Source: an optimization exercise on an open RTL-to-GDS flow (aim: small area). Production flows keep margins and buffers that such runs may drop.
Where RTL was checked, it was by simulation tests only, not by an equivalence proof against the original.
Function not checked in run 1: the RTL went through the layout flow alone.
Power is estimated from default activity; no workload was simulated.

File: design/flow/config.mk
export PLATFORM = sky130hd
export DESIGN_NAME = reg_file_bypass
export DESIGN_NICKNAME = reg_file_bypass
export VERILOG_FILES = /design/flow/design.v
export SDC_FILE = /design/flow/constraint.sdc
export NUM_CORES = 4
export LEC_CHECK = 0
export CAP_MARGIN = 20
export CORE_MARGIN = 2
export CORE_UTILIZATION = 50
export GPL_TIMING_DRIVEN = 0
export SLEW_MARGIN = 20
export SYNTH_HIERARCHICAL = 1
export SYNTH_MINIMUM_KEEP_SIZE = 0
File: design/flow/constraint.sdc
create_clock -name core_clock -period 4.0 [get_ports {clk}]
set_input_delay 0.8000 -clock core_clock [delete_from_list [all_inputs] [get_ports {clk}]]
set_output_delay 0.8000 -clock core_clock [all_outputs]
set_load 0.01 [all_outputs]
File: design/flow/design.v
module rf_oai22 (
  input  logic a1, a2, b1, b2,
  output logic y
);
  assign y = ~((a1 | a2) & (b1 | b2));
endmodule
module rf_aoi222 (
  input  logic a1, a2, b1, b2, c1, c2,
  output logic y
);
  assign y = ~((a1 & a2) | (b1 & b2) | (c1 & c2));
endmodule
module rf_nand3 (
  input  logic a, b, c,
  output logic y
);
  assign y = ~(a & b & c);
endmodule
module rf_nand2 (
  input  logic a, b,
  output logic y
);
  assign y = ~(a & b);
endmodule
module rf_nor2 (
  input  logic a, b,
  output logic y
);
  assign y = ~(a | b);
endmodule
module rf_inv (
  input  logic a,
  output logic y
);
  assign y = ~a;
endmodule
module rf_nor3 (
  input  logic a, b, c,
  output logic y
);
  assign y = ~(a | b | c);
endmodule
module rf_aoi31 (
  input  logic a1, a2, a3, b1,
  output logic y
);
  assign y = ~((a1 & a2 & a3) | b1);
endmodule
module rf_ao221 (
  input  logic a1, a2, b1, b2, c1,
  output logic x
);
  assign x = (a1 & a2) | (b1 & b2) | c1;
endmodule
module rf_and4 (
  input  logic a, b, c, d,
  output logic x
);
  assign x = a & b & c & d;
endmodule
module rf_and3 (
  input  logic a, b, c,
  output logic x
);
  assign x = a & b & c;
endmodule
module rf_xor2 (
  input  logic a, b,
  output logic x
);
  assign x = a ^ b;
endmodule
module rf_rdbit (
  input  logic [30:0] s,
  input  logic [30:0] d,
  input  logic        hit,
  input  logic        sb, db,    
  input  logic        sh, dh,    
  output logic        x
);
  logic [10:0] y;
  logic [2:0]  q;
  logic        na;
  for (genvar k = 0; k < 10; k++) begin : g_aoi
    rf_aoi222 u (.a1(s[3*k]), .a2(d[3*k]), .b1(s[3*k+1]), .b2(d[3*k+1]),
                 .c1(s[3*k+2]), .c2(d[3*k+2]), .y(y[k]));
  end
  rf_nand2 u_l  (.a(s[30]), .b(d[30]), .y(y[10]));
  rf_and4  u_a0 (.a(y[0]), .b(y[1]), .c(y[2]),  .d(y[3]), .x(q[0]));
  rf_and4  u_a1 (.a(y[4]), .b(y[5]), .c(y[6]),  .d(y[7]), .x(q[1]));
  rf_and3  u_a2 (.a(y[8]), .b(y[9]), .c(y[10]),           .x(q[2]));
  rf_aoi31 u_m  (.a1(q[0]), .a2(q[1]), .a3(q[2]), .b1(hit), .y(na));
  rf_ao221 u_o  (.a1(sb), .a2(db), .b1(sh), .b2(dh), .c1(na), .x(x));
endmodule
module reg_file_bypass #(
  parameter int DATA_W   = 32,
  parameter int ADDR_W   = 5,
  parameter int ZERO_REG = 1,
  parameter int BYPASS   = 1
) (
  input  logic              clk,
  input  logic              reset,
  input  logic              REIn,
  input  logic [ADDR_W-1:0] A1In,
  input  logic [ADDR_W-1:0] A2In,
  input  logic [ADDR_W-1:0] A3In,
  input  logic [DATA_W-1:0] WD3In,
  input  logic              WE3,
  input  logic              PendSetIn,
  input  logic [ADDR_W-1:0] PendAIn,
  output logic [DATA_W-1:0] RD1Out,
  output logic [DATA_W-1:0] RD2Out,
  output logic              Busy1Out,
  output logic              Busy2Out
);
  localparam int DEPTH = 2 ** ADDR_W;
  localparam int NG    = 4;                
  localparam int GW    = DATA_W / NG;      
  logic [DATA_W-1:0] mem   [1:DEPTH-1];   
  logic [DATA_W-1:0] mem_d [1:DEPTH-1];
  logic              T;                   
  logic [DATA_W-1:0] wdx   [NG];          
  logic [DEPTH-1:1]  vld;                 
  logic [DEPTH-1:1]  d1, d2;              
  logic [DEPTH-1:1]  pend;
  logic [DEPTH-1:1]  wsel;                
  logic [DEPTH-1:1]  wrow  [NG];          
  logic [DEPTH-1:1]  nwrow [NG];
  logic [3:0]        wl, nwl;             
  logic [7:0]        wh, nwh;             
  logic [DEPTH-1:1]  pend_nx;
  logic [DEPTH-1:1]  s1 [NG];             
  logic [DEPTH-1:1]  s2 [NG];
  logic [3:0]        npl1, npl2;          
  logic [7:0]        ph1, ph2;            
  logic              hit1, hit2;
  logic              nhit1, nhit2, nre, z1, z2;
  logic [NG-1:0]     byp1, byp2, hold;
  logic [NG-1:0]     hit1g, hit2g;        
  logic              any1, any2;         
  logic              pa1, pa2;           
  logic [DATA_W-1:0] rr1, rr2;            
  logic [DATA_W-1:0] rr1_nx, rr2_nx;
  logic              tr1, tr2;            
  logic              tr1_nx, tr2_nx;
  logic              b1_nx, b2_nx;
  always_comb begin
    for (int j = 0; j < 4; j++) begin
      wl[j]  = WE3 && A3In[1:0] == 2'(j);
      nwl[j] = !wl[j];
    end
    for (int k = 0; k < 8; k++) begin
      wh[k]  = A3In[4:2] == 3'(k);
      nwh[k] = !wh[k];
    end
    for (int i = 1; i < DEPTH; i++)
      wsel[i] = WE3 && (A3In == ADDR_W'(i));
  end
  always_comb begin
    hit1 = WE3 && (A3In == A1In);
    hit2 = WE3 && (A3In == A2In);
    for (int j = 0; j < 4; j++) begin
      npl1[j] = !(REIn && A1In[1:0] == 2'(j));
      npl2[j] = !(REIn && A2In[1:0] == 2'(j));
    end
    for (int k = 0; k < 8; k++) begin
      ph1[k] = A1In[4:2] == 3'(k);
      ph2[k] = A2In[4:2] == 3'(k);
    end
    nhit1 = !hit1;
    nhit2 = !hit2;
    nre   = !REIn;
    z1    = A1In == '0;
    z2    = A2In == '0;
  end
  for (genvar i = 1; i < DEPTH; i++) begin : g_rrow
    rf_nand2 u_d1 (.a(ph1[i / 4]), .b(vld[i]), .y(d1[i]));
    rf_nand2 u_d2 (.a(ph2[i / 4]), .b(vld[i]), .y(d2[i]));
  end
  for (genvar g = 0; g < NG; g++) begin : g_grp
    for (genvar i = 1; i < DEPTH; i++) begin : g_row
      rf_nor2  u_we  (.a(nwl[i % 4]), .b(nwh[i / 4]), .y(wrow[g][i]));
      rf_nand2 u_nwe (.a(wl[i % 4]),  .b(wh[i / 4]),  .y(nwrow[g][i]));
      rf_nor2  u_s1  (.a(npl1[i % 4]), .b(d1[i]), .y(s1[g][i]));
      rf_nor2  u_s2  (.a(npl2[i % 4]), .b(d2[i]), .y(s2[g][i]));
    end
    rf_inv  u_h1 (.a(nhit1), .y(hit1g[g]));
    rf_inv  u_h2 (.a(nhit2), .y(hit2g[g]));
    rf_nor3 u_b1 (.a(nre), .b(nhit1), .c(z1), .y(byp1[g]));
    rf_nor3 u_b2 (.a(nre), .b(nhit2), .c(z2), .y(byp2[g]));
    rf_inv  u_h  (.a(REIn), .y(hold[g]));
  end
  always_comb begin
    for (int i = 1; i < DEPTH; i++)
      pend_nx[i] = (PendSetIn && PendAIn == ADDR_W'(i)) | (pend[i] & ~wsel[i]);
    any1 = 1'b0;
    any2 = 1'b0;
    pa1  = 1'b0;
    pa2  = 1'b0;
    for (int i = 1; i < DEPTH; i++) begin
      any1 = any1 | (A1In == ADDR_W'(i) && vld[i]);
      any2 = any2 | (A2In == ADDR_W'(i) && vld[i]);
      pa1  = pa1  | (A1In == ADDR_W'(i) && pend[i]);
      pa2  = pa2  | (A2In == ADDR_W'(i) && pend[i]);
    end
    tr1_nx = REIn ? (T & (any1 | (hit1 && !z1))) : tr1;
    tr2_nx = REIn ? (T & (any2 | (hit2 && !z2))) : tr2;
    b1_nx  = REIn ? ((PendSetIn && PendAIn == A1In && !z1) || (pa1 && !hit1)) : Busy1Out;
    b2_nx  = REIn ? ((PendSetIn && PendAIn == A2In && !z2) || (pa2 && !hit2)) : Busy2Out;
  end
  for (genvar r = 0; r < NG; r++) begin : g_wdx
    for (genvar b = 0; b < DATA_W; b++) begin : g_bit
      rf_xor2 u_x (.a(WD3In[b]), .b(T), .x(wdx[r][b]));
    end
  end
  for (genvar i = 1; i < DEPTH; i++) begin : g_row
    for (genvar b = 0; b < DATA_W; b++) begin : g_bit
      rf_oai22 u_w (.a1(nwrow[b / GW][i]), .a2(wdx[i / 8][b]),
                    .b1(wrow[b / GW][i]),  .b2(mem[i][b]), .y(mem_d[i][b]));
    end
  end
  for (genvar b = 0; b < DATA_W; b++) begin : g_rd
    logic [30:0] t1s, t1d, t2s, t2d;
    for (genvar i = 1; i < DEPTH; i++) begin : g_t
      assign t1s[i-1] = s1[b / GW][i];
      assign t1d[i-1] = mem[i][b];
      assign t2s[i-1] = s2[b / GW][i];
      assign t2d[i-1] = mem[i][b];
    end
    rf_rdbit u_r1 (.s(t1s), .d(t1d), .hit(hit1g[b / GW]),
                   .sb(byp1[b / GW]), .db(wdx[0][b]), .sh(hold[b / GW]), .dh(rr1[b]),
                   .x(rr1_nx[b]));
    rf_rdbit u_r2 (.s(t2s), .d(t2d), .hit(hit2g[b / GW]),
                   .sb(byp2[b / GW]), .db(wdx[0][b]), .sh(hold[b / GW]), .dh(rr2[b]),
                   .x(rr2_nx[b]));
    rf_xor2 u_o1 (.a(rr1[b]), .b(tr1), .x(RD1Out[b]));
    rf_xor2 u_o2 (.a(rr2[b]), .b(tr2), .x(RD2Out[b]));
  end
  always_ff @(posedge clk) begin
    for (int i = 1; i < DEPTH; i++) mem[i] <= mem_d[i];
  end
  always_ff @(posedge clk or posedge reset) begin
    if (reset) begin
      T    <= 1'b0;
      vld  <= '0;
      pend <= '0;
    end else begin
      T    <= ~T;
      vld  <= vld | wsel;
      pend <= pend_nx;
    end
  end
  always_ff @(posedge clk or posedge reset) begin
    if (reset) begin
      rr1      <= '0;
      rr2      <= '0;
      tr1      <= 1'b0;
      tr2      <= 1'b0;
      Busy1Out <= 1'b0;
      Busy2Out <= 1'b0;
    end else begin
      rr1      <= rr1_nx;
      rr2      <= rr2_nx;
      tr1      <= tr1_nx;
      tr2      <= tr2_nx;
      Busy1Out <= b1_nx;
      Busy2Out <= b2_nx;
    end
  end
endmodule
File: design/flow/flow/run.sh
#!/bin/bash
# Own layout flow: the standard ORFS flow (standard.sh, which runs the
# standard synthesis unchanged), with
#  - port buffers from the smallest buffer cell,
#  - a clock tree from clkbuf_8 leaf buffers of up to 12 sinks each, without
#    dummy loads,

# make's full output goes to flow_make.log in the work folder; ORFS's own
# per-step logs stay under orfs/logs.
set -euo pipefail
export BUFFER_PORTS_ARGS="-buffer_cell sky130_fd_sc_hd__buf_1"
export CTS_ARGS="-sink_clustering_enable -repair_clock_nets -dont_use_dummy_load -buf_list {sky130_fd_sc_hd__clkbuf_8} -sink_clustering_size 12 -sink_clustering_max_diameter 60"

bash standard.sh finish > flow_make.log 2>&1
File: design/flow/standard.sh
#!/bin/bash
# synth_recipe.tcl (not shown) runs the flow's synth.tcl, then flattens the netlist and writes it again
# the make line also repeats each setting of config.mk as NAME=value (left out here)
make -C /OpenROAD-flow-scripts/flow DESIGN_CONFIG=/design/flow/config.mk WORK_HOME=/design/flow/orfs CLKGATE_MAP_FILE= SYNTH_SCRIPT=/design/flow/synth_recipe.tcl "${@:-finish}"
==> flow_summary.toml, run 1 <==
[flow_run]
maxCapViolCount = 0

[critical_path]
worstPathCellList = "buf_2 > inv_2 > or2_4 > nor2_1 > a222oi_1 > and4_1 > a31oi_1 > a221o_1"
slowest_delay_ns = 0.92
rr_startpoint = "vld[28]"
cp.required_ns = 4.68
critPathLaunch = "REIn"
endpoint_kind = "register"
worstSetupPathType = "in -> reg"
cp.arrival_ns = 4.92
slowest_stage = "or2_4"
critPathMaxFanout = 32
worstSetupStartpointType = "input port"

[floorplanning]
fp.dieH_um = 305
num_io_pins = 123
rows = 110
start_util_pct = 50.4
die_w_um = 305
coreArea_um2 = 90000
die_area_um2 = 93200

[clock_network]
cts_sinks = 1123
h-tree-depth = 3
clk_latency_ns = 0.84
root_buffer = "clkbuf_8"
path_clk_slew_ns = 0.08
post_cts_buffers = 0
cts_tree = "done"
cts_buffers = 111
cts_max_path_buffers = 3

[logic_synthesis]
yosys_warnings = 15
yosysTopAreaCellShare_pct = 43.7
synth_area_leader_cell = "dfxtp_1"
syn_area_um2 = 45400
syn_area_per_cell_um2 = 10.4
synth_edf_count = 0
async_flop_share_pct = 11.7
ys_ff_latch = 1123
ys_seq_area_share_pct = 51.0
synthFlopType = "dfxtp_1"
syn_nets = 4409
synth.distinct_cells = 78
netlist_top_cells_area = "dfxtp_1 (44%), a222oi_1 (14%), o22ai_1 (14%)"
syn-instance-count = 4352

[sta]
setup_violations = 5
rsz0062_at_grt = "false"
fin_setup_tns_ns = -0.601
fin_worst_skew_ns = 0.0896
hold_ws_ns = 0.474
hold_viol_final = 0
slew_viol_final = 0
min_period_over_period_pct = 106
worstMarginPinSlew_ns = 1.27
period_minus_slack_ns = 4.24
max_freq_mhz = 236
slew_headroom_pct = 15.4
timing.final.ws_setup_ns = -0.244

[pwr]
irDropWorstVdd_mv = 0.327
p_int_uw = 18100
seqPwrFrac_pct = 61.0
finalPower_uw = 26900
sw_frac_of_total_pct = 32.5
combPwrFrac_pct = 15.4
p_leak_uw = 0.0165
clkPwrFrac_pct = 23.6
p_sw_uw = 8750
power_density_nw_per_um2 = 540

[global_route]
antenna_found_initial = 24
grt_pass1_vias = 43781
grt_max_degree = 41
gr-usage-all-layers_pct = 46.1
grt-ovfl-total = 0
grt_first_pass_wirelength_mm = 315

[detailed_routing]
route.detailed.drc = 0
first_pass_iters = 12
drt-total-wl_mm = 226
ant_nets = 0
first_iter_violations = 11266
vias_per_cell = 8.25
wl_per_cell_um = 38.7
vias = 48049

[layout]
fin_util_pct = 55.3
ff_latch_area_um2 = 23100
fillers = 8222
layout_commonest_cell = "o22ai_1"
syn2layout_area_growth_pct = 9.59
multi_input_comb_area_um2 = 22000
layoutNonFillerInstCount = 5827
nets = 4672
final_cell_mix = "o22ai_1 (997), dfxtp_1 (992), a222oi_1 (640)"
drive_gt1_share_pct = 5.53

[place]
place_inst = 5677
io_buffer_count = 111
place_congestion = 0.984
place_hpwl_mm = 150

[worst_hold_path]
hold_class = "in -> reg"
hp-start = "PendAIn[2]"

[status]
so_faults = "negative setup slack"
status = "failed layout checks"
==> flip-flops by register name, summed over array words and instances, names as in the netlist <==
| name | count |
|---|---|
| tr2 | 1 |
| Busy2Out | 1 |
| tr1 | 1 |
| Busy1Out | 1 |
| mem | 992 |
| rr1 | 32 |
| vld | 31 |
| rr2 | 32 |
| pend | 31 |
| T | 1 |
==> worst max-delay path, delay by kind of cell <==
kind                   cells  cell delay, ns
AO/OA/AOI/OAI              3            1.26
buffers and inverters      2            1.04
AND/OR/NAND/NOR            3            1.73
==> cells by family after synthesis <==
logic type      count (synthesis)  synth area share [%]
compound gates               1905                  32.4
xor+xnor                      212                  4.09
buf+inv                        83                 0.923
flops                        1123                  51.0
mux                            23                 0.581
simple gates                 1006                  11.1
==> metal layers <==
metal	vias up	track usage, %	part of all wire [%]	wire length, µm
li1	19388	-	-	-
met1	23169	59.0	37	82900
met5	-	0.207	0.038	86
met2	4526	64.1	40	91000
met3	960	18.9	15	35000
met4	6	29.3	7.4	16800
==> synth_stat cells, drive strengths merged (3+ instances only) <==
master  instances
nand3b          6
a22o           12
nand2b         23
dfxtp         992
mux2            7
nand4           8
inv            37
or2             7
o21bai          3
nor3           17
o31ai           9
nand3          14
a22oi           6
and3b           7
a31oi          77
mux2i          14
nor2b          12
xor2          202
and2            6
dfrtp         131
and4          128
o311ai          3
and3           72
xnor2          10
buf            32
clkinv          3
a32oi           4
a21oi           3
a32o            5
clkbuf         11
nand2         294
nor4            5
o22ai         997
o21ai          40
a21o           14
nor3b          11
nor2          387
a221oi          3
a221o          65
a222oi        640
==> modules after synthesis (local to each module, per instance), a selection <==
module / times used / cells inside / flip-flops and latches / cell area, µm²
rf_nand2: 250 / 1 / 0 / 3.75
rf_nor2: 372 / 1 / 0 / 3.75
rf_aoi31: 64 / 1 / 0 / 6.26
reg_file_bypass: 1 / 1566 / 1123 / 26100
rf_ao221: 64 / 1 / 0 / 10.0
rf_and3: 64 / 1 / 0 / 6.26
rf_and4: 128 / 1 / 0 / 8.76
rf_xor2: 192 / 1 / 0 / 8.76
==> area by class of cell <==
type                    instances  share of cell area (%)
repair buffers                150                    2.16
inverters                      40                   0.344
well taps                    1176                    2.96
clock buffers                 111                    3.07
diodes                         38                   0.191
multi-input cells            3146                    44.2
flip-flops and latches       1123                    46.5
plain buffers                  43                   0.563
==> path summary, 6_finish.rpt <==
check                              end  slack, ns  cells past startpoint
min in group asynchronous       vld[5]       0.52                      3
hold reg to reg            mem[20][25]       0.48                      1
setup / recovery               rr2[20]      -0.24                      8
max in group asynchronous     pend[18]       2.79                      5
setup reg to reg               rr2[16]       0.64                      6
hold / removal                pend[12]       0.47                      3
==> repair_timing <==
action | 4_1_cts | 5_1_grt
cloned | 0 | 0
hold buffers | 1 | 0
resized for setup | 1 | 4
setup endpoints to repair | 5 | 7
endpoints found under the hold margin | 6 | 0
==> power by group through the flow <==
stage,clock [µW],combinational (µW),sequential [µW]
global route,6740,4340,16600
global placement,0,3750,16400
CTS,6360,3940,16200
detailed placement,0,3960,16400
floorplan,0,2580,15700
finish,6350,4150,16400
==> stage by stage <==
stage | setup WS [ns] | instance area (µm²)
global route | 0.0716 | 49700
finish | -0.244 | 49800
detailed placement | -0.900 | 48100
floorplan | 0.464 | 45400
global placement | -5.59 | 47300
CTS | 0.165 | 49600
==> inputs of run 2 (changes only) <==
--- a/design/flow/design.v
+++ b/design/flow/design.v
@@ -117,14 +117,18 @@
   localparam int NG    = 4;                
   localparam int GW    = DATA_W / NG;      
+  localparam int NW    = 2;                
+  localparam int WW    = DATA_W / NW;      
+  localparam int NX    = 2;                
+  localparam int XR    = DEPTH / NX;       
   logic [DATA_W-1:0] mem   [1:DEPTH-1];   
   logic [DATA_W-1:0] mem_d [1:DEPTH-1];
   logic              T;                   
-  logic [DATA_W-1:0] wdx   [NG];          
+  logic [DATA_W-1:0] wdx   [NX];          
   logic [DEPTH-1:1]  vld;                 
   logic [DEPTH-1:1]  d1, d2;              
   logic [DEPTH-1:1]  pend;
   logic [DEPTH-1:1]  wsel;                
-  logic [DEPTH-1:1]  wrow  [NG];          
-  logic [DEPTH-1:1]  nwrow [NG];
+  logic [DEPTH-1:1]  wrow  [NW];          
+  logic [DEPTH-1:1]  nwrow [NW];
   logic [3:0]        wl, nwl;             
   logic [7:0]        wh, nwh;             
@@ -132,5 +136,7 @@
   logic [DEPTH-1:1]  s1 [NG];             
   logic [DEPTH-1:1]  s2 [NG];
-  logic [3:0]        npl1, npl2;          
+  logic [3:0]        npl1 [NG];           
+  logic [3:0]        npl2 [NG];           
+  logic [1:0]        a1t, a1c, a2t, a2c;  
   logic [7:0]        ph1, ph2;            
   logic              hit1, hit2;
@@ -157,10 +163,12 @@
       wsel[i] = WE3 && (A3In == ADDR_W'(i));
   end
+  assign a1t = A1In[1:0];
+  assign a1c = ~A1In[1:0];
+  assign a2t = A2In[1:0];
+  assign a2c = ~A2In[1:0];
   always_comb begin
     hit1 = WE3 && (A3In == A1In);
     hit2 = WE3 && (A3In == A2In);
     for (int j = 0; j < 4; j++) begin
-      npl1[j] = !(REIn && A1In[1:0] == 2'(j));
-      npl2[j] = !(REIn && A2In[1:0] == 2'(j));
     end
     for (int k = 0; k < 8; k++) begin
@@ -178,10 +186,20 @@
     rf_nand2 u_d2 (.a(ph2[i / 4]), .b(vld[i]), .y(d2[i]));
   end
-  for (genvar g = 0; g < NG; g++) begin : g_grp
+  for (genvar g = 0; g < NW; g++) begin : g_wgrp
     for (genvar i = 1; i < DEPTH; i++) begin : g_row
       rf_nor2  u_we  (.a(nwl[i % 4]), .b(nwh[i / 4]), .y(wrow[g][i]));
       rf_nand2 u_nwe (.a(wl[i % 4]),  .b(wh[i / 4]),  .y(nwrow[g][i]));
-      rf_nor2  u_s1  (.a(npl1[i % 4]), .b(d1[i]), .y(s1[g][i]));
-      rf_nor2  u_s2  (.a(npl2[i % 4]), .b(d2[i]), .y(s2[g][i]));
+    end
+  end
+  for (genvar g = 0; g < NG; g++) begin : g_grp
+    for (genvar i = 1; i < DEPTH; i++) begin : g_row
+      rf_nor2  u_s1  (.a(npl1[g][i % 4]), .b(d1[i]), .y(s1[g][i]));
+      rf_nor2  u_s2  (.a(npl2[g][i % 4]), .b(d2[i]), .y(s2[g][i]));
+    end
+    for (genvar j = 0; j < 4; j++) begin : g_pl
+      rf_nand3 u_p1 (.a(REIn), .b(j[1] ? a1t[1] : a1c[1]), .c(j[0] ? a1t[0] : a1c[0]),
+                     .y(npl1[g][j]));
+      rf_nand3 u_p2 (.a(REIn), .b(j[1] ? a2t[1] : a2c[1]), .c(j[0] ? a2t[0] : a2c[0]),
+                     .y(npl2[g][j]));
     end
     rf_inv  u_h1 (.a(nhit1), .y(hit1g[g]));
@@ -209,5 +227,5 @@
     b2_nx  = REIn ? ((PendSetIn && PendAIn == A2In && !z2) || (pa2 && !hit2)) : Busy2Out;
   end
-  for (genvar r = 0; r < NG; r++) begin : g_wdx
+  for (genvar r = 0; r < NX; r++) begin : g_wdx
     for (genvar b = 0; b < DATA_W; b++) begin : g_bit
       rf_xor2 u_x (.a(WD3In[b]), .b(T), .x(wdx[r][b]));
@@ -216,6 +234,6 @@
   for (genvar i = 1; i < DEPTH; i++) begin : g_row
     for (genvar b = 0; b < DATA_W; b++) begin : g_bit
-      rf_oai22 u_w (.a1(nwrow[b / GW][i]), .a2(wdx[i / 8][b]),
-                    .b1(wrow[b / GW][i]),  .b2(mem[i][b]), .y(mem_d[i][b]));
+      rf_oai22 u_w (.a1(nwrow[b / WW][i]), .a2(wdx[i / XR][b]),
+                    .b1(wrow[b / WW][i]),  .b2(mem[i][b]), .y(mem_d[i][b]));
     end
   end
--- a/design/flow/config.mk
+++ b/design/flow/config.mk
@@ -10,4 +10,5 @@
 export CORE_UTILIZATION = 50
 export GPL_TIMING_DRIVEN = 0
+export SETUP_SLACK_MARGIN = 0.3
 export SLEW_MARGIN = 20
 export SYNTH_HIERARCHICAL = 1
==> run 2 against run 1 <==
  * The layout still fails its checks (negative setup slack)
  * Worst hold slack got worse by 0.41 ns
  * Largest power group unchanged
  * Critical endpoint is now rr1[17]
  * Non-clock buffer count rose by 53
  * Flip-flop and latch count did not move
  * Highest routed layer unchanged
  * Die area fell by 2.0%
==> flow_summary.toml, run 2 <==
[pwr]
irDropWorstVdd_mv = 0.385
combPwrFrac_pct = 14.9
seqPwrFrac_pct = 61.7
p_int_uw = 18100
p_sw_uw = 8600
p_leak_uw = 0.0166
clkPwrFrac_pct = 23.4
power_density_nw_per_um2 = 534
sw_frac_of_total_pct = 32.2

[global_route]
gr-usage-all-layers_pct = 46.7
antenna_found_initial = 11
grt_max_degree = 34
grt_pass1_vias = 43141
grt-ovfl-total = 0
grt_first_pass_wirelength_mm = 312

[detailed_routing]
wl_per_cell_um = 38.9
vias_per_cell = 8.17
ant_nets = 0
vias = 46603
route.detailed.drc = 0
first_pass_iters = 15
first_iter_violations = 10615
drt-total-wl_mm = 222

[sta]
slew_viol_final = 0
setup_violations = 1
worstMarginPinSlew_ns = 1.13
hold_viol_final = 0
rsz0062_at_grt = "true"
max_freq_mhz = 250
fin_worst_skew_ns = 0.120
slew_headroom_pct = 24.6
min_period_over_period_pct = 100
period_minus_slack_ns = 4.00
timing.final.ws_setup_ns = -0.00408

[critical_path]
cp.required_ns = 4.69
worstSetupStartpointType = "input port"
worstSetupPathType = "in -> reg"
cp.arrival_ns = 4.69
rr_startpoint = "vld[11]"
critPathMaxFanout = 17
critPathLaunch = "A1In[1]"
cp_top_family = "simple AND/OR/NAND/NOR gates"
slowest_delay_ns = 0.81
endpoint_kind = "register"
worstPathCellList = "buf_2 > inv_2 > nand3_1 > nor2_1 > a222oi_1 > and4_1 > a31oi_1 > a221o_1"
crit_buf_inv = 2
slowest_stage = "a222oi_1"

[clock_network]
cts_buffers = 108
cts_max_path_buffers = 3
path_clk_slew_ns = 0.09
clk_latency_ns = 0.83
cts_tree = "done"
root_buffer = "clkbuf_8"
cts_sinks = 1123
holdBufCountCts = 0
h-tree-depth = 3

[logic_synthesis]
syn-instance-count = 4214
synth_area_leader_cell = "dfxtp_1"
syn_area_um2 = 44500
synth.distinct_cells = 65
synth_commonest_cells = "o22ai_1 (997), dfxtp_1 (992), a222oi_1 (640)"
async_flop_share_pct = 11.7
yosys_warnings = 17
syn_area_per_cell_um2 = 10.6
ys_seq_area_share_pct = 52.0
synth_edf_count = 0
netlist_top_cells_area = "dfxtp_1 (45%), a222oi_1 (14%), o22ai_1 (14%)"
syn_nets = 4271
yosysTopAreaCellShare_pct = 44.7
ys_ff_latch = 1123
yosysMostFrequentCell = "o22ai_1"
synthFlopType = "dfxtp_1"

[layout]
fillers = 7847
final_cell_mix = "o22ai_1 (997), dfxtp_1 (992), a222oi_1 (640)"
layout_commonest_cell = "o22ai_1"
nets = 4583
fin_area_um2 = 50000
drive_gt1_share_pct = 9.73
syn2layout_area_growth_pct = 12.4
largest_register = "mem"
fin_util_pct = 56.6
largestRegisters = "mem: 992 flops, rr1: 32 flops, rr2: 32 flops"
largest_reg_flops = 992

[floorplanning]
die_area_um2 = 91300
die_w_um = 302
coreArea_um2 = 88200
rows = 109
start_util_pct = 50.4
num_io_pins = 123
fp.dieH_um = 302

[worst_hold_path]
hold_class = "in -> async"

[place]
place_hpwl_mm = 159
place_congestion = 1.08
place_area_um2 = 48200
io_buffer_count = 114

[status]
status = "failed layout checks"
so_faults = "negative setup slack"

[flow_run]
maxCapViolCount = 0
## run 2: worst paths after layout
check	endpoint	slack, ns	depth (start not counted)
max in group asynchronous	T	2.89	5
setup / recovery	rr1[17]	-0.004	8
min in group core_clock	pend[12]	0.46	3
hold / removal	vld[2]	0.07	2
setup reg to reg	rr2[22]	0.73	6
hold reg to reg	mem[2][0]	0.48	1
## run 2: metrics by stage
stage               cells  total power, µW  hold slack, ns  TNS (ns)  setup WS (ns)
global route         5692            27600           0.119         0          0.256
global placement     5493            20000           0.448  -2024.31          -2.64
floorplan            4214            18200           0.441         0          0.608
finish               5701            26700          0.0660  -0.00408       -0.00408
CTS                  5686            26300          0.0658         0          0.260
detailed placement   5578            20300           0.459    -45.27          -1.15
## run 2: area by class of cell
cell class,count,area (µm²),share of cell area (%)
clock buffers,108,1490,2.97
inverters,43,175,0.351
multi-input cells,3004,21800,43.7
well taps,1165,1460,2.92
flip-flops and latches,1123,23100,46.3
repair buffers,202,1620,3.23
diodes,12,30.0,0.0601
plain buffers,44,215,0.431
## run 2: cells by family after synthesis
kind of cell           synth area share (%)
AND/OR/NAND/NOR                        10.8
XOR/XNOR                               2.90
flip-flops                             52.0
AO/OA/AOI/OAI                          33.1
buffers and inverters                 0.830
multiplexers                          0.355
## run 2: power groups by stage
stage               sequential [µW]  combinational (µW)  clock, µW
floorplan                     15700                2530          0
global placement              16500                3530          0
detailed placement            16500                3830          0
CTS                           16300                3800       6240
global route                  16700                4210       6640
finish                        16500                3980       6260
## run 2: repair_timing
item / CTS / global route
hold endpoints to repair: 0 / 0
buffers inserted: 0 / 2
resized for setup: 10 / 41
cloned: 0 / 0
setup endpoints to repair: 42 / 53
pin swaps: 1 / 4
## run 2: metal layers
| metal | global-route usage [%] | part of all wire (%) |
|---|---|---|
| met1 | 57.5 | 35 |
| met2 | 69.0 | 42 |
| met3 | 15.6 | 14 |
| met4 | 32.4 | 8.7 |
| met5 | 0.880 | 0.094 |
## run 2: Yosys stat by module (local to each module, per instance), excerpt
module,area [µm²],cells,copies in the design,flip-flops and latches
rf_aoi222,10.0,1,640,0
rf_oai22,6.26,1,992,0
rf_and4,8.76,1,128,0
rf_and3,6.26,1,64,0
rf_nor2,3.75,1,310,0
rf_nor3,10.0,1,8,0
rf_xor2,8.76,1,128,0
rf_inv,3.75,1,12,0
rf_aoi31,6.26,1,64,0
reg_file_bypass,26000,1584,1,1123
rf_nand2,3.75,1,188,0
rf_ao221,10.0,1,64,0
rf_nand3,5.00,1,32,0
==> inputs of run 3 (changes only) <==
--- a/design/flow/config.mk
+++ b/design/flow/config.mk
@@ -10,5 +10,5 @@
 export CORE_UTILIZATION = 50
 export GPL_TIMING_DRIVEN = 0
-export SETUP_SLACK_MARGIN = 0.3
+export SETUP_SLACK_MARGIN = 0.5
 export SLEW_MARGIN = 20
 export SYNTH_HIERARCHICAL = 1
==> run 3 against run 2 <==
  * The run now finishes clean
  * Critical path depth unchanged
  * Cell count increased by 0.12%
  * First-iteration DRC count decreased by 1.1%
  * Routed wire length about the same
  * Power increased by 0.11%
  * Non-clock buffer count increased by 6
  * Via count about the same
  * Global-route usage about the same
  * Area after synthesis unchanged
  * Largest power group unchanged
==> flow_summary.toml, run 3 <==
[global_route]
grt-ovfl-total = 0
antenna_found_initial = 13
gr-usage-all-layers_pct = 46.7
grt_pass1_vias = 43132
grt_first_pass_wirelength_mm = 312
grt_max_degree = 34

[sta]
rsz0062_at_grt = "true"
hold_ws_ns = 0.0615
setup_violations = 0
hold_viol_final = 0
slew_viol_final = 0
worstMarginPinSlew_ns = 1.07
slew_headroom_pct = 28.4
period_minus_slack_ns = 3.69
min_period_over_period_pct = 92.2
max_freq_mhz = 271
fin_worst_skew_ns = 0.127

[logic_synthesis]
syn_area_per_cell_um2 = 10.6
yosys_warnings = 17
syn_nets = 4271
ys_ff_latch = 1123
synth_commonest_cells = "o22ai_1 (997), dfxtp_1 (992), a222oi_1 (640)"
syn-instance-count = 4214
netlist_top_cells_area = "dfxtp_1 (45%), a222oi_1 (14%), o22ai_1 (14%)"
syn_area_um2 = 44500
synth_area_leader_cell = "dfxtp_1"
synthFlopType = "dfxtp_1"
async_flop_share_pct = 11.7
ys_seq_area_share_pct = 52.0
yosysMostFrequentCell = "o22ai_1"
synth_edf_count = 0
yosysTopAreaCellShare_pct = 44.7
synth.distinct_cells = 65

[detailed_routing]
drt-total-wl_mm = 221
route.detailed.drc = 0
vias = 46561
vias_per_cell = 8.16
first_iter_violations = 10501
wl_per_cell_um = 38.8
ant_nets = 0
first_pass_iters = 13

[layout]
final_cell_mix = "o22ai_1 (997), dfxtp_1 (992), a222oi_1 (640)"
syn2layout_area_growth_pct = 13.1
layout_commonest_cell = "o22ai_1"
multi_input_comb_area_um2 = 22100
fillers = 7808
drive_gt1_share_pct = 11.9
ff_latch_area_um2 = 23100
largest_register = "mem"
largest_reg_flops = 992
layoutNonFillerInstCount = 5708
largestRegisters = "mem: 992 flops, rr1: 32 flops, rr2: 32 flops"
nets = 4589

[critical_path]
worstSetupPathType = "in -> reg"
timing.rr.end = "rr2[16]"
critPathMaxFanout = 17
slowest_delay_ns = 0.80
cp.required_ns = 4.74
reg2reg_depth = 6
slowest_stage = "nand3_1"
worstSetupStartpointType = "input port"
worstPathCellList = "clkbuf_4 > inv_2 > nand3_1 > nor2_1 > a222oi_1 > and4_1 > a31oi_1 > a221o_1"
reg2reg_slack_ns = 0.88
cp_top_family = "simple AND/OR/NAND/NOR gates"
cp.arrival_ns = 4.43
endpoint_kind = "register"
rr_startpoint = "vld[5]"
crit_buf_inv = 2

[clock_network]
root_buffer = "clkbuf_8"
cts_sinks = 1123
h-tree-depth = 3
cts_tree = "done"
cts_buffers = 108
path_clk_slew_ns = 0.08
cts_max_path_buffers = 3
holdBufCountCts = 0
clk_latency_ns = 0.84

[place]
place_inst = 5578
io_buffer_count = 114
place_congestion = 1.08
place_hpwl_mm = 159

[status]
status = "timing/DRC/antenna clean"

[floorplanning]
fp.dieH_um = 302
die_w_um = 302
start_util_pct = 50.4
die_area_um2 = 91300
rows = 109
num_io_pins = 123
coreArea_um2 = 88200

[pwr]
irDropWorstVdd_mv = 0.383
p_leak_uw = 0.0166
power_density_nw_per_um2 = 531
finalPower_uw = 26700

[flow_run]
maxCapViolCount = 0

[worst_hold_path]
hold_class = "in -> async"
-- run 3: cell type report --
type | count | area share [%]
inverter | 43 | 0.361
antenna | 13 | 0.0647
tap | 1165 | 2.90
multi-input combinational | 3004 | 44.0
sequential | 1123 | 46.0
clock buffer | 108 | 2.96
timing repair buffer | 208 | 3.29
buffer | 44 | 0.435
-- run 3: cells by family (layout without fill, tap and decap cells) --
group	Yosys count	count (layout)	share of synthesized area, %
compound gates	1912	1912	33.1
xor+xnor	147	147	2.90
buf+inv	87	403	0.830
flops	1123	1123	52.0
mux	15	15	0.355
other cells	0	13	0
simple gates	930	930	10.8
-- run 3: how the worst max path moves through the flow --
stage / startpoint / to / cells after the start
5_1_grt: A1In[4] / rr1[19] / 12
3_3_place_gp: A3In[2] / mem[6][28] / 5
6_report: A1In[1] / rr1[19] / 8
4_1_cts: A2In[1] / rr2[22] / 8
3_5_place_dp: A1In[0] / rr1[23] / 8
2_1_floorplan: T / rr1[0] / 2
-- run 3: stage by stage --
stage / util (%) / area (µm²) / setup WS [ns] / setup TNS, ns
after global placement: 52.5 / 46400 / -2.64 / -2024.31
after global routing: 57.0 / 50300 / 0.452 / 0
after detailed placement: 54.7 / 48200 / -1.15 / -45.27
after CTS: 56.5 / 49900 / 0.480 / 0
final: 57.0 / 50300 / 0.311 / 0
after floorplan: - / 44500 / 0.608 / 0
-- run 3: report_power, final --
part / switching (µW) / total, µW / internal, µW
clock network: 3870 / 6260 / 2390
registers: 2510 / 16500 / 14000
logic: 2240 / 4000 / 1770
-- run 3: timing repair --
item,4_1_cts,5_1_grt
endpoints found under the hold margin,0,0
endpoints found under the setup margin,60,63
gates cloned,0,0
gates resized for setup,46,108
setup buffers,0,8
pin swaps,4,8
-- run 3: routing by layer --
layer / wire length, µm / vias to the layer above / global-route usage, %
met5: 201 / - / 0
li1: - / 19037 / -
met4: 18700 / 12 / 32.1
met2: 94100 / 3991 / 69.1
met1: 78400 / 22597 / 57.6
met3: 30000 / 924 / 15.7
-- run 3: per-module statistics from Yosys, one instance, submodules excluded, excerpt --
module           cells inside  flip-flops and latches  times used  cell area [µm²]
rf_ao221                    1                       0          64             10.0
rf_xor2                     1                       0         128             8.76
rf_nor2                     1                       0         310             3.75
rf_nand3                    1                       0          32             5.00
rf_inv                      1                       0          12             3.75
rf_and3                     1                       0          64             6.26
rf_oai22                    1                       0         992             6.26
rf_aoi222                   1                       0         640             10.0
rf_and4                     1                       0         128             8.76
reg_file_bypass          1584                    1123           1            26000
rf_nand2                    1                       0         188             3.75
rf_aoi31                    1                       0          64             6.26
-- run 3: worst register-to-register path, cell delays in order, from the launching register on --
cell and delay (ns):
dfrtp_1 0.56, nand2_1 0.53, nor2_1 0.79, a222oi_1 0.20, and4_1 0.22, a31oi_1 0.56, a221o_1 0.20
==> inputs of run 4 (changes only) <==
--- a/design/flow/design.v
+++ b/design/flow/design.v
@@ -119,5 +119,5 @@
   localparam int NW    = 2;                
   localparam int WW    = DATA_W / NW;      
-  localparam int NX    = 2;                
+  localparam int NX    = 1;                
   localparam int XR    = DEPTH / NX;       
   logic [DATA_W-1:0] mem   [1:DEPTH-1];   
==> design/flow/flow/run.sh (replaced) <==
#!/bin/bash
# Own layout flow: the standard ORFS flow (standard.sh, which runs the
# standard synthesis unchanged), with
#  - port buffers from the smallest buffer cell,
#  - a clock tree from clkbuf_8 leaf buffers of up to 14 sinks each, without
#    dummy loads,

# make's full output goes to flow_make.log in the work folder; ORFS's own
# per-step logs stay under orfs/logs.
set -euo pipefail
export BUFFER_PORTS_ARGS="-buffer_cell sky130_fd_sc_hd__buf_1"
export CTS_ARGS="-sink_clustering_enable -repair_clock_nets -dont_use_dummy_load -buf_list {sky130_fd_sc_hd__clkbuf_8} -sink_clustering_size 14 -sink_clustering_max_diameter 80"

bash standard.sh finish > flow_make.log 2>&1
==> run 4 against run 3 <==
  * Sequential power barely moved
  * Highest routed layer unchanged
  * Synthesized cell count shrank 0.76%
  * Worst setup slack better by 0.040 ns
  * Still clean
  * Cell count fell by 1.5%
  * Clock power fell by 7.5%
  * Critical path depth up 3
  * First-iteration DRC count up 11%
  * Combinational power is 5.3% higher
==> flow_summary.toml, run 4 <==
[status]
status = "timing/DRC/antenna clean"

[pwr]
p_leak_uw = 0.0165
irDropWorstVdd_mv = 0.356
power_density_nw_per_um2 = 521
finalPower_uw = 26300

[clock_network]
path_clk_slew_ns = 0.09
cts_tree = "done"
cts_max_path_buffers = 3
cts_sinks = 1123
clk_latency_ns = 0.82
root_buffer = "clkbuf_8"
cts_buffers = 90
h-tree-depth = 3

[logic_synthesis]
ys_ff_latch = 1123
netlist_top_cells_area = "dfxtp_1 (45%), a222oi_1 (14%), o22ai_1 (14%)"
synth-simple-area-share_pct = 10.9
syn_area_per_cell_um2 = 10.6
synth_top_family_by_area = "compound AO/OA/AOI/OAI gates"
synth.area.mux_share_pct = 0.357
syn_area_um2 = 44200
ys_seq_area_share_pct = 52.4
synth_area_leader_cell = "dfxtp_1"
synth_adder_area_share_pct = 0
synth_edf_count = 0
synth_commonest_cells = "o22ai_1 (997), dfxtp_1 (992), a222oi_1 (640)"
yosysTopAreaCellShare_pct = 44.9
syn-instance-count = 4182
syn_nets = 4239
synth_compound_gate_area_share_pct = 33.3
synth.distinct_cells = 65
synthFlopType = "dfxtp_1"
yosysMostFrequentCell = "o22ai_1"
async_flop_share_pct = 11.7
yosys_warnings = 17
synth-xor-area-share_pct = 2.28

[critical_path]
endpoint_kind = "register"
crit_buf_inv = 4
slowest_delay_ns = 0.60
cp_common_cell = "buf_2"
worstSetupStartpointType = "input port"
cp_top_family = "compound AO/OA/AOI/OAI gates"
worstPathCellList = "buf_1 > buf_2 > clkbuf_1 > buf_2 > nor2_1 > nand2_2 > nor2_2 > a222oi_1 > and4_1 > a31oi_1 > a221o_1"
critPathMaxFanout = 10
slowest_stage = "a222oi_1"
worstSetupPathType = "in -> reg"
cp.arrival_ns = 4.36
cp.required_ns = 4.71

[worst_hold_path]
hold_class = "reg -> reg"

[detailed_routing]
wl_per_cell_um = 39.4
ant_nets = 0
route.detailed.drc = 0
vias = 46586
vias_per_cell = 8.28
first_iter_violations = 11648
drt-total-wl_mm = 221
first_pass_iters = 14

[floorplanning]
num_io_pins = 123
die_area_um2 = 90800
die_w_um = 301
rows = 109
fp.dieH_um = 301
start_util_pct = 50.2
coreArea_um2 = 88000

[sta]
rsz0062_at_grt = "true"
period_minus_slack_ns = 3.65
max_freq_mhz = 274
min_period_over_period_pct = 91.2
worstMarginPinSlew_ns = 1.11
slew_headroom_pct = 25.9
fin_worst_skew_ns = 0.0726
hold_viol_final = 0
setup_violations = 0
fin_setup_tns_ns = 0
slew_viol_final = 0

[global_route]
grt_pass1_vias = 42581
grt_max_degree = 36
grt-ovfl-total = 0
gr-usage-all-layers_pct = 46.9
grt_first_pass_wirelength_mm = 311
antenna_found_initial = 11

[layout]
largestRegisters = "mem: 992 flops, rr1: 32 flops, rr2: 32 flops"
drive_gt1_share_pct = 13.4
final_cell_mix = "o22ai_1 (997), dfxtp_1 (992), a222oi_1 (640)"
fin_util_pct = 57.4
fillers = 7761
nets = 4514
layoutNonFillerInstCount = 5625
largest_register = "mem"
largest_reg_flops = 992
layout_commonest_cell = "o22ai_1"
syn2layout_area_growth_pct = 14.2

[place]
place_inst = 5519
io_buffer_count = 114
place_hpwl_mm = 154
place_congestion = 1.05

[flow_run]
maxCapViolCount = 0
## run 4: cell types whose count changed after synthesis
cell | before | now
xor2_1 | 132 | 100
## run 4: kinds of logic (layout without fill, tap and decap cells)
kind of cell | count (synthesis) | in the layout
AOI/OAI and AO/OA | 1912 | 1912
DFF | 1123 | 1123
muxes | 15 | 15
other | 0 | 5
buffers and inverters | 87 | 360
xor gates and xnor gates | 115 | 115
and+or+nand+nor | 930 | 930
## run 4: timing repair
item	CTS	global route
buffers inserted	1	9
pin swaps	1	11
cloned	0	0
hold buffers	1	0
setup endpoints to repair	64	73
endpoints found under the hold margin	5	0
gates resized for setup	51	283
## run 4: worst reg2reg max path, cell delays in order (launching register included)
cell,delay [ns]
dfrtp_1,0.47
nand2_1,0.58
nor2_2,0.22
a222oi_1,0.56
and4_1,0.52
a31oi_1,0.33
a221o_1,0.34
## run 4: metal layers
metal	GRT usage, %	vias to the layer above	part of all wire (%)
met5	1.59	-	0.16
met3	21.2	772	17
li1	-	18858	-
met1	62.8	22800	37
met2	62.3	4134	39
met4	25.1	22	6.3
## run 4: area by class of cell
cell class	instances	area, µm²	area share (%)
repair buffers	183	1750	3.46
well taps	1165	1460	2.89
inverters	43	183	0.362
multi-input cells	2972	22400	44.5
clock buffers	90	1240	2.46
diodes	5	12.5	0.0248
plain buffers	44	215	0.427
flip-flops and latches	1123	23100	45.9
## run 4: final timing paths
kind,cells past startpoint,to,slack (ns),startpoint
setup / recovery,11,rr2[20],0.35,A2In[4]
hold / removal,1,mem[2][1],0.48,mem[2][1]
setup reg to reg,6,rr2[20],0.90,vld[19]
hold reg to reg,1,mem[2][1],0.48,mem[2][1]
max in group asynchronous,5,rr2[14],2.69,reset
min in group asynchronous,3,rr2[28],0.52,reset
## run 4: Yosys stat by module (local to each module, per instance), a selection
module / area, µm² / copies in the design
reg_file_bypass: 26000 / 1
rf_ao221: 10.0 / 64
rf_aoi222: 10.0 / 640
rf_xor2: 8.76 / 96
rf_oai22: 6.26 / 992
rf_aoi31: 6.26 / 64
rf_nand3: 5.00 / 32
rf_nand2: 3.75 / 188
rf_inv: 3.75 / 12
rf_nor2: 3.75 / 310
## run 4: power by group
part	switching (µW)	internal, µW	total [µW]
clock network	3780	2010	5790
logic	2400	1810	4210
registers	2360	13900	16300
## run 4: per-stage QoR
| stage | area [µm²] | setup slack (ns) | hold WS [ns] |
|---|---|---|---|
| finish | 50400 | 0.351 | 0.478 |
| global route | 50400 | 0.453 | 0.484 |
| floorplan | 44200 | 0.934 | 0.441 |
| global placement | 46100 | -2.49 | 0.449 |
| detailed placement | 48100 | -0.736 | 0.459 |
| CTS | 49500 | 0.441 | 0.455 |
==> inputs of run 5 (changes only) <==
--- a/design/flow/design.v
+++ b/design/flow/design.v
@@ -119,5 +119,5 @@
   localparam int NW    = 2;                
   localparam int WW    = DATA_W / NW;      
-  localparam int NX    = 1;                
+  localparam int NX    = 2;                
   localparam int XR    = DEPTH / NX;       
   logic [DATA_W-1:0] mem   [1:DEPTH-1];   
==> run 5 against run 4 <==
  * Critical path depth is the same
  * Highest routed layer is now met4
  * Largest power group unchanged
  * Power shrank 0.25%
  * Critical endpoint is now rr2[16]
  * Routed wire length is essentially flat
  * Register-to-register slack lost 0.06 ns
  * Sequential power is essentially flat
  * Worst hold slack lost 0.39 ns
  * Non-clock buffer count grew 20
  * Area after synthesis grew 0.63%
  * Still clean
  * Flip-flop and latch count is the same
  * Cell count grew 0.98%
  * Synthesized cell count grew 0.77%
==> flow_summary.toml, run 5 <==
[sta]
rsz0062_at_grt = "true"
min_period_over_period_pct = 94.1
fin_worst_skew_ns = 0.0850
slew_headroom_pct = 14.7
max_freq_mhz = 266
hold_ws_ns = 0.0898
hold_viol_final = 0
period_minus_slack_ns = 3.76
worstMarginPinSlew_ns = 1.28
slew_viol_final = 0
setup_violations = 0

[critical_path]
cp_top_family = "compound AO/OA/AOI/OAI gates"
worstSetupStartpointType = "input port"
path_depth = 11
reg2reg_slack_ns = 0.84
slowest_delay_ns = 0.76
rr_startpoint = "vld[5]"
worstPathCellList = "buf_1 > buf_2 > clkbuf_1 > buf_2 > nor2_1 > nand2_1 > nor2_4 > a222oi_1 > and4_1 > a31oi_1 > a221o_1"
critPathMaxFanout = 10
slowest_stage = "a222oi_1"
endpoint_kind = "register"
cp_common_cell = "buf_2"
timing.rr.end = "rr2[16]"
cp.required_ns = 4.66
reg2reg_depth = 6
crit_buf_inv = 4
cp.arrival_ns = 4.43
worstSetupPathType = "in -> reg"

[logic_synthesis]
synth_area_leader_cell = "dfxtp_1"
netlist_top_cells_area = "dfxtp_1 (45%), a222oi_1 (14%), o22ai_1 (14%)"
syn_area_per_cell_um2 = 10.6
synth_commonest_cells = "o22ai_1 (997), dfxtp_1 (992), a222oi_1 (640)"
async_flop_share_pct = 11.7
synth.distinct_cells = 65
ys_seq_area_share_pct = 52.0
yosysMostFrequentCell = "o22ai_1"
syn_nets = 4271
synth_edf_count = 0
syn-instance-count = 4214
synthFlopType = "dfxtp_1"
yosysTopAreaCellShare_pct = 44.7
syn_area_um2 = 44500
ys_ff_latch = 1123
yosys_warnings = 17

[detailed_routing]
routed-wl-met3_mm = 30.5
vias = 46616
met2_length_mm = 93.3
dr.max_layer_used = "met4"
first_pass_iters = 14
first_iter_violations = 10740
vias_per_cell = 8.21
route.detailed.drc = 0
drt-total-wl_mm = 222
m1WireLength_mm = 78.2
ant_nets = 0
wl_per_cell_um = 39.0

[layout]
layout_commonest_cell = "o22ai_1"
syn2layout_area_growth_pct = 12.4
largest_register = "mem"
drive_gt1_share_pct = 11.5
final_cell_mix = "o22ai_1 (997), dfxtp_1 (992), a222oi_1 (640)"
fillers = 7825
fin_util_pct = 56.7
largestRegisters = "mem: 992 flops, rr1: 32 flops, rr2: 32 flops"
fin_area_um2 = 50000
ff_latch_area_um2 = 23100
nets = 4566
largest_reg_flops = 992
multi_input_comb_area_um2 = 22100

[floorplanning]
num_io_pins = 123
die_w_um = 302
start_util_pct = 50.4
fp.dieH_um = 302
rows = 109
die_area_um2 = 91300
coreArea_um2 = 88200

[clock_network]
h-tree-depth = 3
holdBufCountCts = 0
cts_tree = "done"
path_clk_slew_ns = 0.10
cts_buffers = 90
root_buffer = "clkbuf_8"
clk_latency_ns = 0.81
cts_sinks = 1123
cts_max_path_buffers = 3

[global_route]
grt_first_pass_wirelength_mm = 312
grt-ovfl-total = 0
antenna_found_initial = 10
grt_max_degree = 34
gr-usage-all-layers_pct = 46.7
grt_pass1_vias = 42885

[place]
place_congestion = 1.08
place_hpwl_mm = 159
place_area_um2 = 48200
io_buffer_count = 114

[worst_hold_path]
hold_class = "in -> async"

[pwr]
irDropWorstVdd_mv = 0.395
p_leak_uw = 0.0165
finalPower_uw = 26200
power_density_nw_per_um2 = 525

[status]
status = "timing/DRC/antenna clean"

[flow_run]
maxCapViolCount = 0
## run 5: worst reg2reg max path: cells and delay by family, from the launching register on
family	cells	cell delay (ns)
and+or+nand+nor	3	1.57
DFF	1	0.55
AOI/OAI and AO/OA	3	1.00
## run 5: modules after synthesis (local to each module, per instance), a selection
module,times used,flip-flops and latches,cells,area (µm²)
reg_file_bypass,1,1123,1584,26000
rf_ao221,64,0,1,10.0
rf_aoi222,640,0,1,10.0
rf_nor3,8,0,1,10.0
rf_and4,128,0,1,8.76
rf_xor2,128,0,1,8.76
rf_and3,64,0,1,6.26
rf_aoi31,64,0,1,6.26
rf_oai22,992,0,1,6.26
rf_nand3,32,0,1,5.00
rf_inv,12,0,1,3.75
rf_nand2,188,0,1,3.75
rf_nor2,310,0,1,3.75
## run 5: logic make-up after synthesis
group / after synthesis / share of synthesized area [%]
and+or+nand+nor: 930 / 10.8
xor gates and xnor gates: 147 / 2.90
AOI/OAI and AO/OA: 1912 / 33.1
DFF: 1123 / 52.0
muxes: 15 / 0.355
buffers and inverters: 87 / 0.830
## run 5: layout make-up
cell class / count / share of cell area, %
multi-input combinational: 3004 / 44.3
inverter: 43 / 0.363
buffer: 44 / 0.431
sequential: 1123 / 46.3
timing repair buffer: 203 / 3.21
tap: 1165 / 2.92
antenna: 8 / 0.0400
clock buffer: 90 / 2.48
## run 5: through the flow
| stage | worst slack, ns | setup TNS (ns) | cells |
|---|---|---|---|
| floorplan | 0.608 | 0 | 4214 |
| global placement | -2.64 | -2024.31 | 5493 |
| detailed placement | -1.15 | -45.27 | 5578 |
| CTS | 0.438 | 0 | 5670 |
| global route | 0.385 | 0 | 5673 |
| finish | 0.236 | 0 | 5680 |
## run 5: per-layer routing
layer	global-route usage, %	up-vias
li1	-	18957
met1	57.8	22623
met2	69.5	4129
met3	14.9	907
met4	31.4	0
met5	0	-
## run 5: worst max-delay path by stage
| stage | from | to | slack, ns |
|---|---|---|---|
| after floorplan | T | rr1[0] | 0.61 |
| after global placement | A3In[2] | mem[6][28] | -2.64 |
| after detailed placement | A1In[0] | rr1[23] | -1.15 |
| after CTS | A1In[4] | rr1[19] | 0.44 |
| after global routing | A1In[4] | rr1[16] | 0.39 |
| final | A2In[4] | rr2[16] | 0.24 |
## run 5: where the power goes
part / internal (µW) / total, µW / switching [µW]
clock network: 2010 / 5790 / 3780
logic: 1760 / 4000 / 2240
registers: 13900 / 16500 / 2510
## run 5: what timing repair did
item	4_1_cts	5_1_grt
cloned	0	0
pin swaps	4	7
resized for setup	58	97
buffers inserted	2	2
hold endpoints to repair	0	0
setup endpoints to repair	62	62
==> inputs of run 6 (changes only) <==
--- a/design/flow/config.mk
+++ b/design/flow/config.mk
@@ -8,5 +8,5 @@
 export CAP_MARGIN = 20
 export CORE_MARGIN = 2
-export CORE_UTILIZATION = 50
+export CORE_UTILIZATION = 55
 export GPL_TIMING_DRIVEN = 0
 export SETUP_SLACK_MARGIN = 0.5
==> run 6 against run 5 <==
  * Highest routed layer is now met5
  * Routed wire length decreased by 1.8%
  * Largest cell class unchanged
  * Flip-flop and latch count unchanged
  * Design area increased by 0.28%
  * Cell count decreased by 1.8%
  * Fmax increased by 2.0%
==> flow_summary.toml, run 6 <==
[status]
status = "timing/DRC/antenna clean"

[logic_synthesis]
netlist_top_cells_area = "dfxtp_1 (45%), a222oi_1 (14%), o22ai_1 (14%)"
yosysTopAreaCellShare_pct = 44.7
synth.distinct_cells = 65
synth_area_leader_cell = "dfxtp_1"
synth_commonest_cells = "o22ai_1 (997), dfxtp_1 (992), a222oi_1 (640)"
yosys_warnings = 17
ys_ff_latch = 1123
syn_area_per_cell_um2 = 10.6
yosysMostFrequentCell = "o22ai_1"
syn-instance-count = 4214
syn_area_um2 = 44500
syn_nets = 4271
ys_seq_area_share_pct = 52.0
synthFlopType = "dfxtp_1"
async_flop_share_pct = 11.7
synth_edf_count = 0

[sta]
fin_setup_tns_ns = 0
slew_headroom_pct = 13.6
fin_worst_skew_ns = 0.0576
setup_violations = 0
worstMarginPinSlew_ns = 1.29
min_period_over_period_pct = 92.2
slew_viol_final = 0
hold_viol_final = 0
rsz0062_at_grt = "true"
max_freq_mhz = 271
period_minus_slack_ns = 3.69

[pwr]
seqPwrFrac_pct = 62.4
power_density_nw_per_um2 = 521
p_int_uw = 17700
finalPower_uw = 26100
combPwrFrac_pct = 15.6
p_sw_uw = 8380
irDropWorstVdd_mv = 0.356
p_leak_uw = 0.0165
sw_frac_of_total_pct = 32.1
clkPwrFrac_pct = 22.1

[layout]
drive_gt1_share_pct = 12.2
nets = 4566
ff_latch_area_um2 = 23100
multi_input_comb_area_um2 = 22300
final_cell_mix = "o22ai_1 (997), dfxtp_1 (992), a222oi_1 (640)"
largest_reg_flops = 992
layoutNonFillerInstCount = 5575
fillers = 6703
fin_area_um2 = 50100
largestRegisters = "mem: 992 flops, rr1: 32 flops, rr2: 32 flops"
syn2layout_area_growth_pct = 12.7
largest_register = "mem"
layout_commonest_cell = "o22ai_1"

[place]
place_area_um2 = 48100
io_buffer_count = 114
place_congestion = 1.08
place_hpwl_mm = 154
place_inst = 5464

[clock_network]
holdBufCountCts = 0
h-tree-depth = 3
cts_tree = "done"
root_buffer = "clkbuf_8"
cts_sinks = 1123
clk_latency_ns = 0.78
path_clk_slew_ns = 0.10
cts_max_path_buffers = 3
cts_buffers = 90

[critical_path]
endpoint_kind = "register"
critPathMaxFanout = 17
worstSetupPathType = "in -> reg"
worstSetupStartpointType = "input port"
cp.required_ns = 4.69
cp.arrival_ns = 4.38

[floorplanning]
num_io_pins = 123
die_w_um = 288
die_area_um2 = 83100
rows = 104
fp.dieH_um = 288
coreArea_um2 = 80300
start_util_pct = 55.4

[worst_hold_path]
hold_class = "in -> async"

[detailed_routing]
vias_per_cell = 8.47
vias = 47234
drt-total-wl_mm = 217
first_iter_violations = 11694
ant_nets = 0
first_pass_iters = 12
wl_per_cell_um = 39.0
route.detailed.drc = 0

[global_route]
grt_pass1_vias = 42684
grt_first_pass_wirelength_mm = 304
gr-usage-all-layers_pct = 50.1
antenna_found_initial = 10
grt_max_degree = 36
grt-ovfl-total = 0

[flow_run]
maxCapViolCount = 0
run 6: cell counts after synthesis:
Identical to the previous run, type by type.
run 6: area by class of cell:
| class | instances | area share, % |
|---|---|---|
| Clock buffer | 90 | 2.47 |
| Multi-Input combinational cell | 3004 | 44.5 |
| Buffer | 44 | 0.437 |
| Sequential cell | 1123 | 46.2 |
| Antenna cell | 8 | 0.0399 |
| Inverter | 43 | 0.354 |
| Tap cell | 1060 | 2.65 |
| Timing Repair Buffer | 203 | 3.35 |
run 6: kinds of logic after synthesis:
logic type	after synthesis	synth area share [%]
compound gates	1912	33.1
flops	1123	52.0
simple gates	930	10.8
xor+xnor	147	2.90
buf+inv	87	0.830
mux	15	0.355
run 6: modules after synthesis (local to each module, per instance), a selection:
module / flops+latches / copies in the design
rf_nand2: 0 / 188
rf_and3: 0 / 64
rf_nor2: 0 / 310
rf_nand3: 0 / 32
rf_and4: 0 / 128
rf_oai22: 0 / 992
rf_ao221: 0 / 64
reg_file_bypass: 1123 / 1
rf_nor3: 0 / 8
run 6: through the flow:
step | setup slack (ns) | util, % | hold WS, ns
after CTS | 0.502 | 61.7 | 0.135
after detailed placement | -0.840 | 59.9 | 0.458
after global routing | 0.445 | 62.4 | 0.179
final | 0.310 | 62.4 | 0.131
after global placement | -1.99 | 57.6 | 0.449
after floorplan | 0.608 | - | 0.441
run 6: power by group through the flow:
stage	sequential [µW]	clock, µW	combinational, µW
after floorplan	15700	0	2530
after global placement	16300	0	3500
after detailed placement	16300	0	3820
after CTS	16100	5710	3810
after global routing	16500	6080	4260
final	16300	5760	4060
run 6: repair_timing:
action	in CTS	in global routing
buffers inserted	0	12
resized for setup	72	138
endpoints found under the setup margin	56	98
pin swaps	0	14
run 6: critical path: stages:
cell,delay (ns)
clkdlybuf4s15_2,0.42
inv_2,0.43
nand3_1,0.73
nor2_2,0.81
a222oi_1,0.22
and4_1,0.33
a31oi_1,0.42
a221o_1,0.19
run 6: worst paths after layout:
path,from,endpoint,slack [ns],cells past startpoint
hold reg to reg,mem[1][14],mem[1][14],0.48,1
min in group core_clock,mem[1][14],mem[1][14],0.48,1
setup reg to reg,vld[27],rr1[29],1.05,6
max in group asynchronous,reset,pend[10],2.94,4
setup / recovery,A1In[1],rr1[26],0.31,8
hold / removal,reset,rr1[15],0.13,2
run 6: per-layer routing:
| layer | wire length (µm) | vias to the layer above | GRT usage, % |
|---|---|---|---|
| met3 | 39800 | 907 | 25.1 |
| met5 | 181 | - | 0.739 |
| met4 | 14300 | 10 | 24.8 |
| met2 | 84800 | 4473 | 67.9 |
| li1 | - | 18973 | - |
| met1 | 78300 | 22871 | 65.3 |
==> inputs of run 7 (changes only) <==
--- a/design/flow/config.mk
+++ b/design/flow/config.mk
@@ -8,6 +8,7 @@
 export CAP_MARGIN = 20
 export CORE_MARGIN = 2
-export CORE_UTILIZATION = 55
+export CORE_UTILIZATION = 50
 export GPL_TIMING_DRIVEN = 0
+export PLACE_DENSITY = 0.7
 export SETUP_SLACK_MARGIN = 0.5
 export SLEW_MARGIN = 20
==> run 7 against run 6 <==
  * Sequential share of layout area rose by 0.29 points
  * Clock-buffer cell count did not move
  * Power increased by 0.14%
  * First-iteration DRC count increased by 6.5%
  * Worst setup slack improved by 0.045 ns
  * Area after synthesis stayed put
  * Design area down 0.62%
  * Die area up 9.9%
  * Routed wire length fell by 1.1%
  * Non-clock buffer count decreased by 31
  * Largest power group unchanged
==> flow_summary.toml, run 7 <==
[sta]
hold_ws_ns = 0.0562
hold_viol_final = 0
rsz0062_at_grt = "true"
slew_viol_final = 0
fin_worst_skew_ns = 0.0651
worstMarginPinSlew_ns = 1.11
min_period_over_period_pct = 91.1
period_minus_slack_ns = 3.64
max_freq_mhz = 274
slew_headroom_pct = 25.6
setup_violations = 0

[place]
io_buffer_count = 114
place_area_um2 = 48200
place_congestion = 1.05
place_hpwl_mm = 147

[clock_network]
cts_tree = "done"
cts_max_path_buffers = 3
path_clk_slew_ns = 0.09
cts_sinks = 1123
h-tree-depth = 3
post_cts_buffers = 0
root_buffer = "clkbuf_8"
cts_buffers = 90
clk_latency_ns = 0.79

[critical_path]
cp.required_ns = 4.66
rr_startpoint = "vld[16]"
critPathMaxFanout = 17
critPathLaunch = "A1In[1]"
endpoint_kind = "register"
worstSetupPathType = "in -> reg"
cp-endpoint = "rr1[10]"
worstSetupStartpointType = "input port"
timing.rr.end = "rr1[25]"
reg2reg_depth = 6
reg2reg_slack_ns = 1.05
cp.arrival_ns = 4.30

[global_route]
antenna_found_initial = 5
grt_pass1_vias = 43604
gr-usage-all-layers_pct = 45.4
grt_first_pass_wirelength_mm = 306
grt-ovfl-total = 0
grt_max_degree = 36

[floorplanning]
die_w_um = 302
start_util_pct = 50.4
die_area_um2 = 91300
coreArea_um2 = 88200
fp.dieH_um = 302
rows = 109
num_io_pins = 123

[detailed_routing]
vias_per_cell = 8.39
first_pass_iters = 14
route.detailed.drc = 0
ant_nets = 0
wl_per_cell_um = 38.1
vias = 47388
first_iter_violations = 12455
drt-total-wl_mm = 215

[logic_synthesis]
yosys_warnings = 17
netlist_top_cells_area = "dfxtp_1 (45%), a222oi_1 (14%), o22ai_1 (14%)"
syn_nets = 4271
ys_seq_area_share_pct = 52.0
synth_commonest_cells = "o22ai_1 (997), dfxtp_1 (992), a222oi_1 (640)"
synth_area_leader_cell = "dfxtp_1"
ys_ff_latch = 1123
yosysTopAreaCellShare_pct = 44.7
syn_area_per_cell_um2 = 10.6
syn_area_um2 = 44500
synth_edf_count = 0
synthFlopType = "dfxtp_1"
async_flop_share_pct = 11.7
syn-instance-count = 4214
yosysMostFrequentCell = "o22ai_1"
synth.distinct_cells = 65

[pwr]
power_density_nw_per_um2 = 525
irDropWorstVdd_mv = 0.352
p_leak_uw = 0.0164
finalPower_uw = 26200

[layout]
layout_commonest_cell = "o22ai_1"
syn2layout_area_growth_pct = 12.0
largest_reg_flops = 992
fin_util_pct = 56.5
drive_gt1_share_pct = 10.4
largest_register = "mem"
fin_area_um2 = 49800
nets = 4535
largestRegisters = "mem: 992 flops, rr1: 32 flops, rr2: 32 flops"
fillers = 7751
final_cell_mix = "o22ai_1 (997), dfxtp_1 (992), a222oi_1 (640)"

[status]
status = "timing/DRC/antenna clean"

[worst_hold_path]
hold_class = "in -> async"

[flow_run]
maxCapViolCount = 0
==> run 7: cell count changes in the layout (fill, tap and decap cells not counted), moves of 7 or more <==
cell     previous run  this run
buf_4              15         7
buf_6              44        30
buf_8              16         9
nand2_1           206       217
nand2_2            28        18
nor2_1            151       188
nor2_2            161       138
nor2_4             15         1
nor3_2              2         9
nor3_4              7         0
xor2_2             54        38
xor2_4             10        26
==> run 7: what timing repair did <==
action / 4_1_cts / 5_1_grt
gates resized for setup: 27 / 100
pin swaps: 2 / 8
hold buffers: 0 / 0
endpoints found under the setup margin: 64 / 59
==> run 7: layout make-up <==
cell class                 count  area, µm²  area share [%]
multi-input combinational   3004      22200            44.7
antenna                        5       12.5          0.0251
timing repair buffer         172       1330            2.67
clock buffer                  90       1240            2.49
sequential                  1123      23100            46.5
buffer                        44        218           0.437
tap                         1165       1460            2.93
inverter                      43        170           0.342
==> run 7: metal layers <==
metal	vias to the layer above	track usage, %	part of all wire (%)
met5	-	1.76	0.069
met4	4	31.0	9.1
met3	1051	17.6	16
met2	4687	63.1	40
met1	22742	57.8	35
li1	18904	-	-
==> run 7: how the worst min path moves through the flow <==
| stage | from | cells past startpoint | end | slack, ns |
|---|---|---|---|---|
| after floorplan | mem[11][0] | 1 | mem[11][0] | 0.44 |
| after global placement | mem[23][26] | 1 | mem[23][26] | 0.45 |
| after detailed placement | mem[23][26] | 1 | mem[23][26] | 0.46 |
| after CTS | reset | 2 | rr1[28] | 0.06 |
| after global routing | reset | 2 | rr2[21] | 0.1 |
| final | reset | 2 | rr2[27] | 0.06 |
==> run 7: cell families (layout without fill, tap and decap cells) <==
family	after synthesis	in the layout	share of synthesized area [%]
xor gates and xnor gates	147	147	2.90
other	0	5	0
AOI/OAI and AO/OA	1912	1912	33.1
and+or+nand+nor	930	930	10.8
DFF	1123	1123	52.0
muxes	15	15	0.355
buffers and inverters	87	349	0.830
==> run 7: Yosys stat by module (local to each module, per instance), excerpt <==
module,times used,flip-flops and latches
rf_aoi222,640,0
rf_xor2,128,0
rf_and3,64,0
rf_inv,12,0
rf_oai22,992,0
rf_and4,128,0
rf_ao221,64,0
reg_file_bypass,1,1123
rf_nor3,8,0
rf_nand2,188,0
rf_aoi31,64,0
rf_nand3,32,0
==> run 7: worst max-delay path, cell delays in order <==
cell and delay (ns):
clkdlybuf4s15_2 0.50, inv_2 0.28, nand3_1 0.68, nor2_1 0.38, a222oi_1 0.71, and4_1 0.49, a31oi_1 0.16, a221o_1 0.28
==> run 7: power breakdown <==
group	internal [µW]	switching [µW]
Combinational	1760	2320
Clock	2010	3740
Sequential	13900	2370
Total	17700	8430
==> run 7: through the flow <==
step	setup TNS [ns]	setup WS (ns)	std cells
after global routing	0	0.400	5643
after floorplan	0	0.608	4214
final	0	0.355	5646
after detailed placement	-36.83	-0.792	5551
after global placement	-1716.68	-1.92	5493
after CTS	0	0.421	5641

-- afterwards: timing with drivers on the ports --
Ports are ideal in the flow. The routed layouts listed here were re-timed in OpenROAD. Step 1: set_driving_cell puts a clkbuf_16 on clk and a buf_2 on each other input, an assumption about the parent block. Step 2 also shifts input and output timing later by t, the mid clock arrival at the registers, as if the neighbouring blocks saw the same clock. Slacks: ideal ports / drivers / drivers and shift; pairs: ideal ports / drivers.
run	t (ns)	setup WS [ns]	worst hold slack (ns)	clock arrival spread, ns
run 1	0.865	-0.244 / -0.196 / -1.060	0.474 / 0.432 / 0.477	0.094 / 0.093
run 2	0.842	-0.004 / 0.044 / -0.798	0.066 / 0.016 / 0.477	0.120 / 0.120
run 3	0.856	0.311 / 0.369 / -0.487	0.062 / 0.003 / 0.479	0.128 / 0.128
run 4	0.850	0.351 / 0.392 / -0.458	0.478 / 0.466 / 0.478	0.075 / 0.075
run 5	0.844	0.236 / 0.286 / -0.557	0.090 / 0.033 / 0.479	0.086 / 0.087
run 6	0.816	0.310 / 0.301 / -0.515	0.131 / 0.092 / 0.477	0.068 / 0.069
run 7	0.815	0.355 / 0.355 / -0.459	0.056 / 0.017 / 0.479	0.066 / 0.067
Met with ideal ports but missed after step 2: setup timing in 5 of these runs. The setup slack of run 6, which loses most, moves by -0.009 ns with the drivers and by -0.825 ns with both steps.
